This design comes from an exercise in tuning for small area, a short achievable clock period and few clock cycles per item on the open sky130 flow, not from production work. At most, simulation tests tie the RTL to the original design; equivalence was not proved.

## old
==> flow/design.v <==
package lz77_pkg;
  localparam int DATA_WD = 8;
  localparam int WIN_SIZE = 16;
  localparam int DST_WD = 5;
  localparam int LEN_MAX = 8;
  localparam int LEN_MIN = 3;
  localparam int NCAND = WIN_SIZE - LEN_MIN + 1;
  localparam int LEN_WD = 4;
  localparam int BLK_LEN_WD = 8;
endpackage
`timescale 1ns/1ns
import lz77_pkg::*;
module lz77_window (
  input  logic                  clk,
  input  logic                  rstn,
  input  logic                  start_i,
  input  logic [BLK_LEN_WD-1:0] cfg_len_i,
  input  logic [DATA_WD-1:0]    rd_dat_i,
  output logic                  rd_val_o,
  output logic [NCAND-1:0]      eq_o,
  output logic                  nv_o,
  output logic [DATA_WD-1:0]    lit_o
);
  logic                             rd_val_r;
  logic                             rd_out_r;
  logic [BLK_LEN_WD-1:0]            rem_r;
  logic [WIN_SIZE-1:0][DATA_WD-1:0] hist_r;
  logic [NCAND-1:0]                 eq_w;
  logic [NCAND-1:0]                 eq_r;
  logic                             nv_r;
  logic [BLK_LEN_WD-1:0]            rem_dec_w;
  always_ff @(posedge clk or negedge rstn) begin
    if (!rstn) begin
      rd_val_r <= 1'b0;
    end else begin
      rd_val_r <= start_i || (rd_val_r && rem_r > BLK_LEN_WD'(1));
    end
  end
  always_ff @(posedge clk or negedge rstn) begin
    if (!rstn) begin
      rd_out_r <= 1'b0;
    end else begin
      rd_out_r <= start_i || (rd_val_r && rem_r != BLK_LEN_WD'(1));
    end
  end
  always_comb begin
    logic low_zero;
    low_zero = 1'b1;
    for (int i = 0; i < BLK_LEN_WD; i++) begin
      rem_dec_w[i] = rem_r[i] ^ low_zero;
      low_zero     = low_zero & !rem_r[i];
    end
  end
  always_ff @(posedge clk) begin
    rem_r <= start_i ? cfg_len_i : rem_dec_w;
  end
  always_ff @(posedge clk) begin
    hist_r <= {hist_r[WIN_SIZE-2:0], rd_dat_i};
  end
  always_comb begin
    for (int j = 0; j < NCAND; j++) begin
      eq_w[j]  = (rd_dat_i == hist_r[j + LEN_MIN - 1]);
    end
  end
  always_ff @(posedge clk) begin
    eq_r <= eq_w;
  end
  always_ff @(posedge clk or negedge rstn) begin
    if (!rstn) begin
      nv_r <= 1'b0;
    end else begin
      nv_r <= rd_val_r;
    end
  end
  assign rd_val_o = rd_out_r;
  assign eq_o     = eq_r;
  assign nv_o     = nv_r;
  assign lit_o    = hist_r[2];
endmodule
`timescale 1ns/1ns
import lz77_pkg::*;
module lz77_match_search (
  input  logic                clk,
  input  logic                rstn,
  input  logic                start_i,
  input  logic [NCAND-1:0]    eq_i,
  input  logic                nv_i,
  output logic                tok_lit_o,
  output logic                tok_mat_o,
  output logic                tok_lst_o,
  output logic [LEN_WD-1:0]   mat_len_o,
  output logic [DST_WD-1:0]   mat_dst_o
);
  logic [LEN_WD-1:0]   step_r;
  logic [NCAND-1:0]    p1_r;
  logic [NCAND-1:0]    p2_r;
  logic                near_r;
  logic                nv1_r;
  logic [DST_WD-1:0]   pos_r;
  logic [DST_WD-1:0]   pos_inc_w;
  logic [NCAND-1:0]    vld_w;
  logic                st2_w;
  logic                stm_w;
  logic [NCAND-1:0]    next_w;
  logic [NCAND-1:0]    ext_w;
  logic [NCAND-1:0]    pair_w;
  logic                any_w;
  logic                lst_w;
  logic                take_w;
  logic [DST_WD-1:0]   prio_dst_w;
  assign st2_w = (step_r == LEN_WD'(2));
  assign stm_w = (step_r >= LEN_WD'(LEN_MIN));
  always_comb begin
    for (int j = 0; j < NCAND; j++) begin
      next_w[j] = (step_r == LEN_WD'(j + LEN_MIN - 1)) && (j + LEN_MIN <= LEN_MAX);
    end
  end
  always_comb begin
    logic low_one;
    low_one = 1'b1;
    for (int i = 0; i < DST_WD; i++) begin
      pos_inc_w[i] = pos_r[i] ^ low_one;
      low_one      = low_one & pos_r[i];
    end
  end
  always_ff @(posedge clk) begin
    if (start_i) begin
      pos_r <= '0;
    end else if (nv_i && !(pos_r[DST_WD-1] && pos_r[0])) begin
      pos_r <= pos_inc_w;
    end
  end
  always_comb begin
    for (int j = 0; j < NCAND; j++) begin
      vld_w[j] = (pos_r > DST_WD'(j + LEN_MIN));
    end
  end
  assign ext_w  = p2_r & eq_i;
  assign pair_w = p1_r & eq_i & vld_w;
  assign any_w  = (|ext_w) && !step_r[LEN_WD-1] && nv_i;
  always_comb begin
    prio_dst_w = '0;
    for (int j = NCAND - 1; j >= 0; j--) begin
      if (p2_r[j]) begin
        prio_dst_w = DST_WD'(j + LEN_MIN);
      end
    end
    if (near_r) begin
      prio_dst_w = DST_WD'(step_r);
    end
  end
  assign tok_lit_o = st2_w && !any_w;
  assign tok_mat_o = stm_w && !any_w;
  assign lst_w     = st2_w ? !nv1_r : !nv_i;
  assign tok_lst_o = lst_w;
  assign mat_len_o = step_r;
  assign mat_dst_o = prio_dst_w;
  always_ff @(posedge clk or negedge rstn) begin
    if (!rstn) begin
      step_r <= '0;
    end else begin
      case (step_r)
        LEN_WD'(0): if (nv_i) step_r <= LEN_WD'(1);
        LEN_WD'(1): step_r <= LEN_WD'(2);
        LEN_WD'(2): if (any_w) step_r <= LEN_WD'(3);
                    else if (lst_w) step_r <= LEN_WD'(0);
        LEN_WD'(3): if (any_w) step_r <= LEN_WD'(4);
                    else step_r <= lst_w ? LEN_WD'(0) : LEN_WD'(1);
        LEN_WD'(4): if (any_w) step_r <= LEN_WD'(5);
                    else step_r <= lst_w ? LEN_WD'(0) : LEN_WD'(1);
        LEN_WD'(5): if (any_w) step_r <= LEN_WD'(6);
                    else step_r <= lst_w ? LEN_WD'(0) : LEN_WD'(1);
        LEN_WD'(6): if (any_w) step_r <= LEN_WD'(7);
                    else step_r <= lst_w ? LEN_WD'(0) : LEN_WD'(1);
        LEN_WD'(7): if (any_w) step_r <= LEN_WD'(8);
                    else step_r <= lst_w ? LEN_WD'(0) : LEN_WD'(1);
        default:    step_r <= lst_w ? LEN_WD'(0) : LEN_WD'(1);
      endcase
    end
  end
  assign take_w = stm_w || (st2_w && any_w);
  always_ff @(posedge clk) begin
    nv1_r  <= nv_i;
    p1_r   <= eq_i;
    p2_r   <= eq_i & (take_w ? (p2_r & ~next_w) : (p1_r & vld_w));
    near_r <= |(ext_w & next_w);
  end
endmodule
`timescale 1ns/1ns
import lz77_pkg::*;
module lz77_token_out (
  input  logic                  clk,
  input  logic                  rstn,
  input  logic                  tok_lit_i,
  input  logic                  tok_mat_i,
  input  logic                  tok_lst_i,
  input  logic [DATA_WD-1:0]    lit_i,
  input  logic [LEN_WD-1:0]     mat_len_i,
  input  logic [DST_WD-1:0]     mat_dst_i,
  output logic                  val_o,
  output logic                  flg_lit_o,
  output logic [DATA_WD-1:0]    dat_lit_o,
  output logic [LEN_WD-1:0]     dat_len_o,
  output logic [DST_WD-1:0]     dat_dst_o,
  output logic                  flg_lst_o,
  output logic                  done_o
);
  logic               val_r;
  logic               lit_r;
  logic [DATA_WD-1:0] dat_r;
  logic [LEN_WD-1:0]  len_r;
  logic [DST_WD-1:0]  dst_r;
  logic               lst_r;
  logic               done_r;
  logic               tok_w;
  assign tok_w = tok_lit_i || tok_mat_i;
  always_ff @(posedge clk or negedge rstn) begin
    if (!rstn) begin
      val_r  <= 1'b0;
      lit_r  <= 1'b0;
      dat_r  <= '0;
      len_r  <= '0;
      dst_r  <= '0;
      lst_r  <= 1'b0;
      done_r <= 1'b0;
    end else begin
      val_r  <= tok_w;
      lit_r  <= tok_lit_i;
      dat_r  <= tok_lit_i ? lit_i : '0;
      len_r  <= tok_lit_i ? LEN_WD'(1) : (tok_mat_i ? mat_len_i : '0);
      dst_r  <= tok_mat_i ? mat_dst_i : '0;
      lst_r  <= tok_w && tok_lst_i;
      done_r <= lst_r;
    end
  end
  assign val_o     = val_r;
  assign flg_lit_o = lit_r;
  assign dat_lit_o = dat_r;
  assign dat_len_o = len_r;
  assign dat_dst_o = dst_r;
  assign flg_lst_o = lst_r;
  assign done_o    = done_r;
endmodule
`timescale 1ns/1ns
import lz77_pkg::*;
module lz77_top (
  input  logic                  clk,
  input  logic                  rstn,
  input  logic                  start_i,
  input  logic [BLK_LEN_WD-1:0] cfg_len_i,
  input  logic [DATA_WD-1:0]    rd_dat_i,
  output logic                  rd_val_o,
  output logic                  val_o,
  output logic                  flg_lit_o,
  output logic [DATA_WD-1:0]    dat_lit_o,
  output logic [LEN_WD-1:0]     dat_len_o,
  output logic [DST_WD-1:0]     dat_dst_o,
  output logic                  flg_lst_o,
  output logic                  done_o
);
  logic [NCAND-1:0]    eq;
  logic                nv;
  logic [DATA_WD-1:0]  lit;
  logic                tok_lit;
  logic                tok_mat;
  logic                tok_lst;
  logic [LEN_WD-1:0]   mat_len;
  logic [DST_WD-1:0]   mat_dst;
  lz77_window u_window (
    .clk       (clk),
    .rstn      (rstn),
    .start_i   (start_i),
    .cfg_len_i (cfg_len_i),
    .rd_dat_i  (rd_dat_i),
    .rd_val_o  (rd_val_o),
    .eq_o      (eq),
    .nv_o      (nv),
    .lit_o     (lit)
  );
  lz77_match_search u_match_search (
    .clk       (clk),
    .rstn      (rstn),
    .start_i   (start_i),
    .eq_i      (eq),
    .nv_i      (nv),
    .tok_lit_o (tok_lit),
    .tok_mat_o (tok_mat),
    .tok_lst_o (tok_lst),
    .mat_len_o (mat_len),
    .mat_dst_o (mat_dst)
  );
  lz77_token_out u_token_out (
    .clk       (clk),
    .rstn      (rstn),
    .tok_lit_i (tok_lit),
    .tok_mat_i (tok_mat),
    .tok_lst_i (tok_lst),
    .lit_i     (lit),
    .mat_len_i (mat_len),
    .mat_dst_i (mat_dst),
    .val_o     (val_o),
    .flg_lit_o (flg_lit_o),
    .dat_lit_o (dat_lit_o),
    .dat_len_o (dat_len_o),
    .dat_dst_o (dat_dst_o),
    .flg_lst_o (flg_lst_o),
    .done_o    (done_o)
  );
endmodule
clock: 8.0 ns
lec_check: 0
cap_margin: 20
core_margin: 2
core_utilization: 40
cts_buf_list: sky130_fd_sc_hd__clkbuf_16
cts_cluster_diameter: 80
cts_cluster_size: 30
setup_slack_margin: 5
slew_margin: 20
standard.sh (not shown) runs the stock make flow with config.mk's settings and CLKGATE_MAP_FILE= SYNTH_SCRIPT=/design/flow/synth_recipe.tcl, a recipe that flattens the netlist after the stock synthesis.
==> flow/flow/run.sh <==
#!/bin/bash
# The standard layout with a tighter timing-repair target, small port buffers and no dummy
# clock loads; the clock period and constraints are the design's. ORFS keeps each step's log
# under orfs/logs.
set -euo pipefail
bash standard.sh SETUP_SLACK_MARGIN=5.46 "BUFFER_PORTS_ARGS=-buffer_cell sky130_fd_sc_hd__buf_2" \
  "CTS_ARGS=-sink_clustering_enable -repair_clock_nets -sink_clustering_size 30 -sink_clustering_max_diameter 80 -buf_list sky130_fd_sc_hd__clkbuf_16 -dont_use_dummy_load" \
  finish > standard.log 2>&1
diff inputs: old => new
--- a/flow/design.v
+++ b/flow/design.v
@@ -22,15 +22,18 @@
   output logic [DATA_WD-1:0]    lit_o
 );
   logic                             rd_val_r;
   logic                             rd_out_r;
   logic [BLK_LEN_WD-1:0]            rem_r;
+  logic [DST_WD-1:0]                cnt_r;
   logic [WIN_SIZE-1:0][DATA_WD-1:0] hist_r;
+  logic [NCAND-1:0]                 vld_w;
   logic [NCAND-1:0]                 eq_w;
   logic [NCAND-1:0]                 eq_r;
   logic                             nv_r;
   logic [BLK_LEN_WD-1:0]            rem_dec_w;
+  logic [DST_WD-1:0]                cnt_inc_w;
   always_ff @(posedge clk or negedge rstn) begin
     if (!rstn) begin
       rd_val_r <= 1'b0;
     end else begin
       rd_val_r <= start_i || (rd_val_r && rem_r > BLK_LEN_WD'(1));
@@ -52,16 +55,32 @@
     end
   end
   always_ff @(posedge clk) begin
     rem_r <= start_i ? cfg_len_i : rem_dec_w;
   end
+  always_comb begin
+    logic low_one;
+    low_one = 1'b1;
+    for (int i = 0; i < DST_WD; i++) begin
+      cnt_inc_w[i] = cnt_r[i] ^ low_one;
+      low_one      = low_one & cnt_r[i];
+    end
+  end
+  always_ff @(posedge clk) begin
+    if (start_i || (rd_val_r && rem_r == BLK_LEN_WD'(1))) begin
+      cnt_r <= '0;
+    end else if (rd_val_r && !cnt_r[DST_WD-1]) begin
+      cnt_r <= cnt_inc_w;
+    end
+  end
   always_ff @(posedge clk) begin
     hist_r <= {hist_r[WIN_SIZE-2:0], rd_dat_i};
   end
   always_comb begin
     for (int j = 0; j < NCAND; j++) begin
-      eq_w[j]  = (rd_dat_i == hist_r[j + LEN_MIN - 1]);
+      vld_w[j] = (cnt_r > DST_WD'(j + LEN_MIN - 1));
+      eq_w[j]  = vld_w[j] && (rd_dat_i == hist_r[j + LEN_MIN - 1]);
     end
   end
   always_ff @(posedge clk) begin
     eq_r <= eq_w;
   end
@@ -80,11 +99,10 @@
 `timescale 1ns/1ns
 import lz77_pkg::*;
 module lz77_match_search (
   input  logic                clk,
   input  logic                rstn,
-  input  logic                start_i,
   input  logic [NCAND-1:0]    eq_i,
   input  logic                nv_i,
   output logic                tok_lit_o,
   output logic                tok_mat_o,
   output logic                tok_lst_o,
@@ -94,13 +112,10 @@
   logic [LEN_WD-1:0]   step_r;
   logic [NCAND-1:0]    p1_r;
   logic [NCAND-1:0]    p2_r;
   logic                near_r;
   logic                nv1_r;
-  logic [DST_WD-1:0]   pos_r;
-  logic [DST_WD-1:0]   pos_inc_w;
-  logic [NCAND-1:0]    vld_w;
   logic                st2_w;
   logic                stm_w;
   logic [NCAND-1:0]    next_w;
   logic [NCAND-1:0]    ext_w;
   logic [NCAND-1:0]    pair_w;
@@ -113,33 +128,13 @@
   always_comb begin
     for (int j = 0; j < NCAND; j++) begin
       next_w[j] = (step_r == LEN_WD'(j + LEN_MIN - 1)) && (j + LEN_MIN <= LEN_MAX);
     end
   end
-  always_comb begin
-    logic low_one;
-    low_one = 1'b1;
-    for (int i = 0; i < DST_WD; i++) begin
-      pos_inc_w[i] = pos_r[i] ^ low_one;
-      low_one      = low_one & pos_r[i];
-    end
-  end
-  always_ff @(posedge clk) begin
-    if (start_i) begin
-      pos_r <= '0;
-    end else if (nv_i && !(pos_r[DST_WD-1] && pos_r[0])) begin
-      pos_r <= pos_inc_w;
-    end
-  end
-  always_comb begin
-    for (int j = 0; j < NCAND; j++) begin
-      vld_w[j] = (pos_r > DST_WD'(j + LEN_MIN));
-    end
-  end
   assign ext_w  = p2_r & eq_i;
-  assign pair_w = p1_r & eq_i & vld_w;
-  assign any_w  = (|ext_w) && !step_r[LEN_WD-1] && nv_i;
+  assign pair_w = p1_r & eq_i;
+  assign any_w  = (|ext_w) && !step_r[LEN_WD-1];
   always_comb begin
     prio_dst_w = '0;
     for (int j = NCAND - 1; j >= 0; j--) begin
       if (p2_r[j]) begin
         prio_dst_w = DST_WD'(j + LEN_MIN);
@@ -180,11 +175,11 @@
   end
   assign take_w = stm_w || (st2_w && any_w);
   always_ff @(posedge clk) begin
     nv1_r  <= nv_i;
     p1_r   <= eq_i;
-    p2_r   <= eq_i & (take_w ? (p2_r & ~next_w) : (p1_r & vld_w));
+    p2_r   <= eq_i & (take_w ? (p2_r & ~next_w) : p1_r);
     near_r <= |(ext_w & next_w);
   end
 endmodule
 `timescale 1ns/1ns
 import lz77_pkg::*;
@@ -278,11 +273,10 @@
     .lit_o     (lit)
   );
   lz77_match_search u_match_search (
     .clk       (clk),
     .rstn      (rstn),
-    .start_i   (start_i),
     .eq_i      (eq),
     .nv_i      (nv),
     .tok_lit_o (tok_lit),
     .tok_mat_o (tok_mat),
     .tok_lst_o (tok_lst),
Results
new finished end to end and its layout was clean on timing, DRC and antenna.
Between new and old, the difference in setup slack after layout is negligible.
Synthesized cell count in new is 22 lower than in old
The maximum achievable frequency of old and that of new are within noise of each other.
Against old as the reference, new delivers a higher total of cells resized after clock tree synthesis.
Routed wire in new totals less than in old.
Testbench counts of new, summed over its fixed seeds: cycles 41,294, bytes 39,715.
Only the layout flow was run in old; the RTL was not checked for function there.

-- afterwards: timing with drivers on the ports --
The results above use ideal ports. As a check the final layouts listed here were re-extracted and re-timed, cells and wires unchanged.
Step 1 assumes that a clkbuf_16 drives the clock port and a buf_2 every other input.
Step 2 also shifts input and output timing later by t, the mid clock arrival at the registers, as if the neighbouring blocks saw the same clock.
a / b / c = ideal ports / drivers / drivers and shift; a / b = the first two.
| run | t (ns) | setup slack, ns | worst hold slack (ns) | clock arrival spread, ns | pins driven straight from the clock port |
|---|---|---|---|---|---|
| old | 0.484 | 5.426 / 5.381 / 5.376 | 0.283 / 0.283 / 0.283 | 0.044 / 0.043 | 1 |
| new | 0.476 | 5.429 / 5.387 / 5.035 | 0.312 / 0.312 / 0.312 | 0.046 / 0.046 | 1 |
After both steps every run listed still meets setup and hold. The setup slack of new, which loses most, moves by -0.042 ns with the drivers and by -0.394 ns with both steps.
